Source: an optimization exercise on an open RTL-to-GDS flow (aim: small area, a short achievable clock period and few clock cycles per item). Production flows keep margins and buffers that such runs may drop. Function was checked by simulation only, so behaviour that the tests miss may differ from the original. Power is estimated from default activity; no workload was simulated.

## run 1
Design gaussian_elim_engine, start of the top module:
module gaussian_elim_engine (
    input  logic        clk,
    input  logic        rst,
    input  logic        start,
    output logic        busy,
    output logic        done,
    output logic        c_rd_en,
    output logic [3:0]  c_rd_addr,
    input  logic [31:0] c_rd_data,
    output logic        a_rd_en,
    output logic [7:0]  a_rd_addr,
    input  logic [31:0] a_rd_data,
    output logic        b_rd_en,
    output logic [7:0]  b_rd_addr,
    input  logic [31:0] b_rd_data,
    output logic        st_en,
    output logic [7:0]  st_addr,
    output logic [31:0] st_data
);
    logic       busy_r, done_r, iss_r;
    logic [7:0] cnt_r;               
    logic       c_en_r;
    logic [3:0] c_addr_r;
    logic       v1_r, v2_r, v3_r;
    logic       me1_r, me2_r;        
    logic       z1_r, z2_r;          
    logic       f1_r, f2_r, f3_r;    
    logic       l1_r, l2_r, l3_r;    
    logic [7:0] ad1_r, ad2_r;
    logic       st_en_r;
    logic [7:0] st_addr_r;
    wire [3:0] cnt_row = cnt_r[4:1];
    wire [3:0] cnt_col = {cnt_r[7:5], cnt_r[0]};
  ...
Settings: LEC_CHECK=0, CAP_MARGIN=5, CORE_MARGIN=2, CORE_UTILIZATION=40, SETUP_SLACK_MARGIN=5, SLEW_MARGIN=5, SYNTH_HIERARCHICAL=1, SYNTH_MINIMUM_KEEP_SIZE=0; clock period 10.0 ns.
standard.sh (not shown) runs the stock make flow with config.mk's settings and CLKGATE_MAP_FILE= SYNTH_SCRIPT=/design/flow/synth_recipe.tcl, a recipe that flattens the netlist after the stock synthesis.
==> flow/flow/run.sh <==
#!/bin/bash
# The standard layout (standard.sh) with two changes: the port buffers that
# ORFS adds are sky130_fd_sc_hd__buf_1 cells, and clock tree synthesis adds no
# dummy loads and clusters at most 40 sinks within 60 um.
set -euo pipefail
sed 's|"\${@:-finish}"|BUFFER_PORTS_ARGS="-buffer_cell sky130_fd_sc_hd__buf_1" CTS_ARGS="-sink_clustering_enable -repair_clock_nets -dont_use_dummy_load -sink_clustering_size 40 -sink_clustering_max_diameter 60" "${@:-finish}"|' standard.sh > standard_mod.sh
grep -q dont_use_dummy_load standard_mod.sh
bash standard_mod.sh > standard.log 2>&1
Testbench counts of run 1, summed over its fixed seeds: cycles 16,696, runs 64.
Input-level comparison between run 2 and run 1:
- SLEW_MARGIN changed from 5 to 20
- CAP_MARGIN changed from 5 to 20
==> flow/flow/run.sh <==
#!/bin/bash
# The standard layout (standard.sh), with the port buffers that ORFS adds
# made of sky130_fd_sc_hd__buf_1 cells instead of the default pick.
set -euo pipefail
sed 's|"\${@:-finish}"|BUFFER_PORTS_ARGS="-buffer_cell sky130_fd_sc_hd__buf_1" "${@:-finish}"|' standard.sh > standard_bufports.sh
grep -q BUFFER_PORTS_ARGS standard_bufports.sh
bash standard_bufports.sh > standard.log 2>&1
==> summary.txt <==
- On clock share of power: between run 1 and run 2, it ends up higher for run 2.
- Of run 1 and run 2, run 2 shows the higher amount of wire on met3 after detailed routing, with run 1 below it.
- Run 1 has lower CTS buffer count than run 2.
- Against run 1 as the reference, run 2 delivers a higher aggregate routed wire length.
- Multi-input combinational area share in run 2 is 0.92 points below run 1.
- In the tables for run 1 and run 2, count of H-tree levels built during CTS reads higher with run 2.
[inputs] run 3 vs run 2
==> flow/flow/run.sh <==
#!/bin/bash
# The standard layout (standard.sh) with two changes: the port buffers that
# ORFS adds are sky130_fd_sc_hd__buf_1 cells, and clock tree synthesis adds no
# dummy loads.
set -euo pipefail
sed 's|"\${@:-finish}"|BUFFER_PORTS_ARGS="-buffer_cell sky130_fd_sc_hd__buf_1" CTS_ARGS="-sink_clustering_enable -repair_clock_nets -dont_use_dummy_load" "${@:-finish}"|' standard.sh > standard_mod.sh
grep -q dont_use_dummy_load standard_mod.sh
bash standard_mod.sh > standard.log 2>&1
Notes after the runs:
Diff run 2 -> run 3: number of sequential cells level; setup slack went down 18 ps; final wirelength moved down; proportion of power drawn by combinational gates picked up an extra 1.4 points.
From run 3 to run 2, area of the multi-input gates did not move at all.
Run 3 vs run 2 — final cycle utilization of the critical path rose 0.18 points.

gaussian_elim_engine, a different RTL version from the one above (not shown whole).
Size in the first run: about 1900 cells after synthesis, ~290 flip-flops, about 170 I/O pins, ~21000 µm² of cells after synthesis.
## gaussian_elim_engine
module gaussian_elim_engine (
    input  logic        clk,
    input  logic        rst,
    input  logic        start,
    output logic        busy,
    output logic        done,
    output logic        c_rd_en,
    output logic [3:0]  c_rd_addr,
    input  logic [31:0] c_rd_data,
    output logic        a_rd_en,
    output logic [7:0]  a_rd_addr,
    input  logic [31:0] a_rd_data,
    output logic        b_rd_en,
    output logic [7:0]  b_rd_addr,
    input  logic [31:0] b_rd_data,
    output logic        st_en,
    output logic [7:0]  st_addr,
    output logic [31:0] st_data
);
export LEC_CHECK = 0
export CAP_MARGIN = 20
export CORE_MARGIN = 2
export CORE_UTILIZATION = 40
export SETUP_SLACK_MARGIN = 5
export SLEW_MARGIN = 20
export SYNTH_HIERARCHICAL = 1
export SYNTH_MINIMUM_KEEP_SIZE = 0
create_clock -name core_clock -period 10.0 [get_ports {clk}]
==> flow/flow/run.sh <==
#!/bin/bash
# The standard layout (standard.sh), with the port buffers that ORFS adds
# made of sky130_fd_sc_hd__buf_1 cells instead of the default pick.
set -euo pipefail
sed 's|"\${@:-finish}"|BUFFER_PORTS_ARGS="-buffer_cell sky130_fd_sc_hd__buf_1" "${@:-finish}"|' standard.sh > standard_bufports.sh
grep -q BUFFER_PORTS_ARGS standard_bufports.sh
bash standard_bufports.sh > standard.log 2>&1
Testbench counts at the start, summed over its fixed seeds: cycles 16,696, runs 64.
Next try:
==> flow/run.sh (new file) <==
#!/bin/bash
# synth_recipe.tcl (not shown) runs the flow's synth.tcl, then flattens the netlist and writes it again
# the make line also repeats each setting of config.mk as NAME=value (left out here)
make -C /OpenROAD-flow-scripts/flow DESIGN_CONFIG=/design/flow/config.mk WORK_HOME=/design/flow/orfs CLKGATE_MAP_FILE= SYNTH_SCRIPT=/design/flow/synth_recipe.tcl finish
- CTS_BUF_LIST: unset -> sky130_fd_sc_hd__clkbuf_8
removed: flow/flow/run.sh
removed: flow/standard.sh
Outcome:
- cell count goes up by 1.1%
- global-route usage barely changes
- routed wire length goes down by 1.1%
- setup slack is worse by 0.012 ns
- clock power decreases by about 10%
Next try:
==> flow/flow/run.sh (new file) <==
#!/bin/bash
# The standard layout (standard.sh), with the port buffers that ORFS adds
# made of sky130_fd_sc_hd__buf_1 cells instead of the default pick.
set -euo pipefail
sed 's|"\${@:-finish}"|BUFFER_PORTS_ARGS="-buffer_cell sky130_fd_sc_hd__buf_1" "${@:-finish}"|' standard.sh > standard_bufports.sh
grep -q BUFFER_PORTS_ARGS standard_bufports.sh
bash standard_bufports.sh > standard.log 2>&1
==> flow/standard.sh (new file) <==
#!/bin/bash
# synth_recipe.tcl (not shown) runs the flow's synth.tcl, then flattens the netlist and writes it again
# the make line also repeats each setting of config.mk as NAME=value (left out here)
make -C /OpenROAD-flow-scripts/flow DESIGN_CONFIG=/design/flow/config.mk WORK_HOME=/design/flow/orfs CLKGATE_MAP_FILE= SYNTH_SCRIPT=/design/flow/synth_recipe.tcl "${@:-finish}"
- CORE_UTILIZATION: 40 -> 60
- CTS_BUF_LIST: sky130_fd_sc_hd__clkbuf_8 -> unset
removed: flow/run.sh
Wire length goes down by a few percent.
Die area goes down by a quarter to a third.
Clock-buffer cell count goes down by 26.
Next try:
==> flow/run.sh (new file) <==
#!/bin/bash
# synth_recipe.tcl (not shown) runs the flow's synth.tcl, then flattens the netlist and writes it again
# the make line also repeats each setting of config.mk as NAME=value (left out here)
make -C /OpenROAD-flow-scripts/flow DESIGN_CONFIG=/design/flow/config.mk WORK_HOME=/design/flow/orfs CLKGATE_MAP_FILE= SYNTH_SCRIPT=/design/flow/synth_recipe.tcl finish
- CORE_UTILIZATION: 60 -> 40
removed: flow/flow/run.sh
removed: flow/standard.sh
Result:
- The new run went through all stages and came out clean
- power rises by 5.3%
- flip-flop and latch count stays the same
- cell area rises by 6.0%
- clock skew barely changes
- utilization falls by 20 points
- synthesized cell count stays the same
- first-iteration DRC count falls by 11%
- global-route usage falls by 11 points
- area after synthesis stays the same

gaussian_elim_engine with an RTL version that a note above also has.
Size in the first run: roughly 1,900 cells after synthesis, ~290 flip-flops, about 170 I/O pins, roughly 0.021 mm^2 of cells after synthesis.
export LEC_CHECK = 0
export CAP_MARGIN = 20
export CORE_MARGIN = 2
export CORE_UTILIZATION = 40
export SETUP_SLACK_MARGIN = 5
export SLEW_MARGIN = 20
export SYNTH_HIERARCHICAL = 1
export SYNTH_MINIMUM_KEEP_SIZE = 0
create_clock -name core_clock -period 10.0 [get_ports {clk}]
==> flow/flow/run.sh <==
#!/bin/bash
# The standard layout (standard.sh) with two changes: the port buffers that
# ORFS adds are sky130_fd_sc_hd__buf_1 cells, and clock tree synthesis adds no
# dummy loads and clusters at most 40 sinks within 60 um.
set -euo pipefail
sed 's|"\${@:-finish}"|BUFFER_PORTS_ARGS="-buffer_cell sky130_fd_sc_hd__buf_1" CTS_ARGS="-sink_clustering_enable -repair_clock_nets -dont_use_dummy_load -sink_clustering_size 40 -sink_clustering_max_diameter 60" "${@:-finish}"|' standard.sh > standard_mod.sh
grep -q dont_use_dummy_load standard_mod.sh
bash standard_mod.sh > standard.log 2>&1
Testbench counts at the start, summed over its fixed seeds: cycles 16,696, runs 64.
Edit:
==> flow/flow/run.sh (replaced) <==
#!/bin/bash
# The standard layout (standard.sh) with two changes: the port buffers that
# ORFS adds are sky130_fd_sc_hd__buf_1 cells, and clock tree synthesis adds no
# dummy loads and clusters at most 30 sinks within 100 um.
set -euo pipefail
sed 's|"\${@:-finish}"|BUFFER_PORTS_ARGS="-buffer_cell sky130_fd_sc_hd__buf_1" CTS_ARGS="-sink_clustering_enable -repair_clock_nets -dont_use_dummy_load -sink_clustering_size 30 -sink_clustering_max_diameter 100" "${@:-finish}"|' standard.sh > standard_mod.sh
grep -q dont_use_dummy_load standard_mod.sh
bash standard_mod.sh > standard.log 2>&1
Final area decreases by 1.2%.
Total power is lower by 3.0%.
Routed wire length barely changes.
Setup slack degrades by 0.042 ns.
Sequential share of layout area grows by 0.32 points.

[port drivers added, routing unchanged]
No port has a modelled driver above. Below, the same layouts with a new extraction and two added sets of constraints. Step 1 sets driving cells, clkbuf_16 on the clock port and buf_2 on the other inputs (assumed; they add their load-dependent delay and slew). Step 2 also shifts input and output timing later by t, the mid clock arrival at the registers, as if the neighbouring blocks saw the same clock. a / b / c = ideal / step 1 / step 2; a / b = the first two.
run	t (ns)	setup WS [ns]	hold slack, ns	clock arrival spread, ns	pins driven straight from the clock port
run 1	0.645	6.191 / 6.191 / 6.191	0.329 / 0.329 / 0.329	0.103 / 0.103	1
run 2	0.623	6.199 / 6.199 / 6.199	0.325 / 0.325 / 0.325	0.023 / 0.023	1
run 3	0.595	6.181 / 6.181 / 6.181	0.317 / 0.317 / 0.317	0.070 / 0.070	1
the first run of note 2	0.609	6.183 / 6.183 / 6.180	0.325 / 0.325 / 0.325	0.019 / 0.018	1
the second run of note 2	0.686	6.171 / 6.136 / 5.916	0.325 / 0.325 / 0.325	0.033 / 0.033	1
the third run of note 2	0.629	6.136 / 6.136 / 6.136	0.321 / 0.321 / 0.321	0.012 / 0.013	1
the fourth run of note 2	0.661	6.152 / 6.147 / 5.944	0.324 / 0.324 / 0.324	0.012 / 0.013	1
the first run of note 3	0.645	6.191 / 6.191 / 6.191	0.329 / 0.329 / 0.329	0.103 / 0.103	1
the second run of note 3	0.600	6.149 / 6.149 / 6.149	0.338 / 0.338 / 0.338	0.099 / 0.099	1
After both steps every run listed still meets setup and hold. The setup slack of the second run of note 2, which loses most, moves by -0.035 ns with the drivers and by -0.255 ns with both steps.
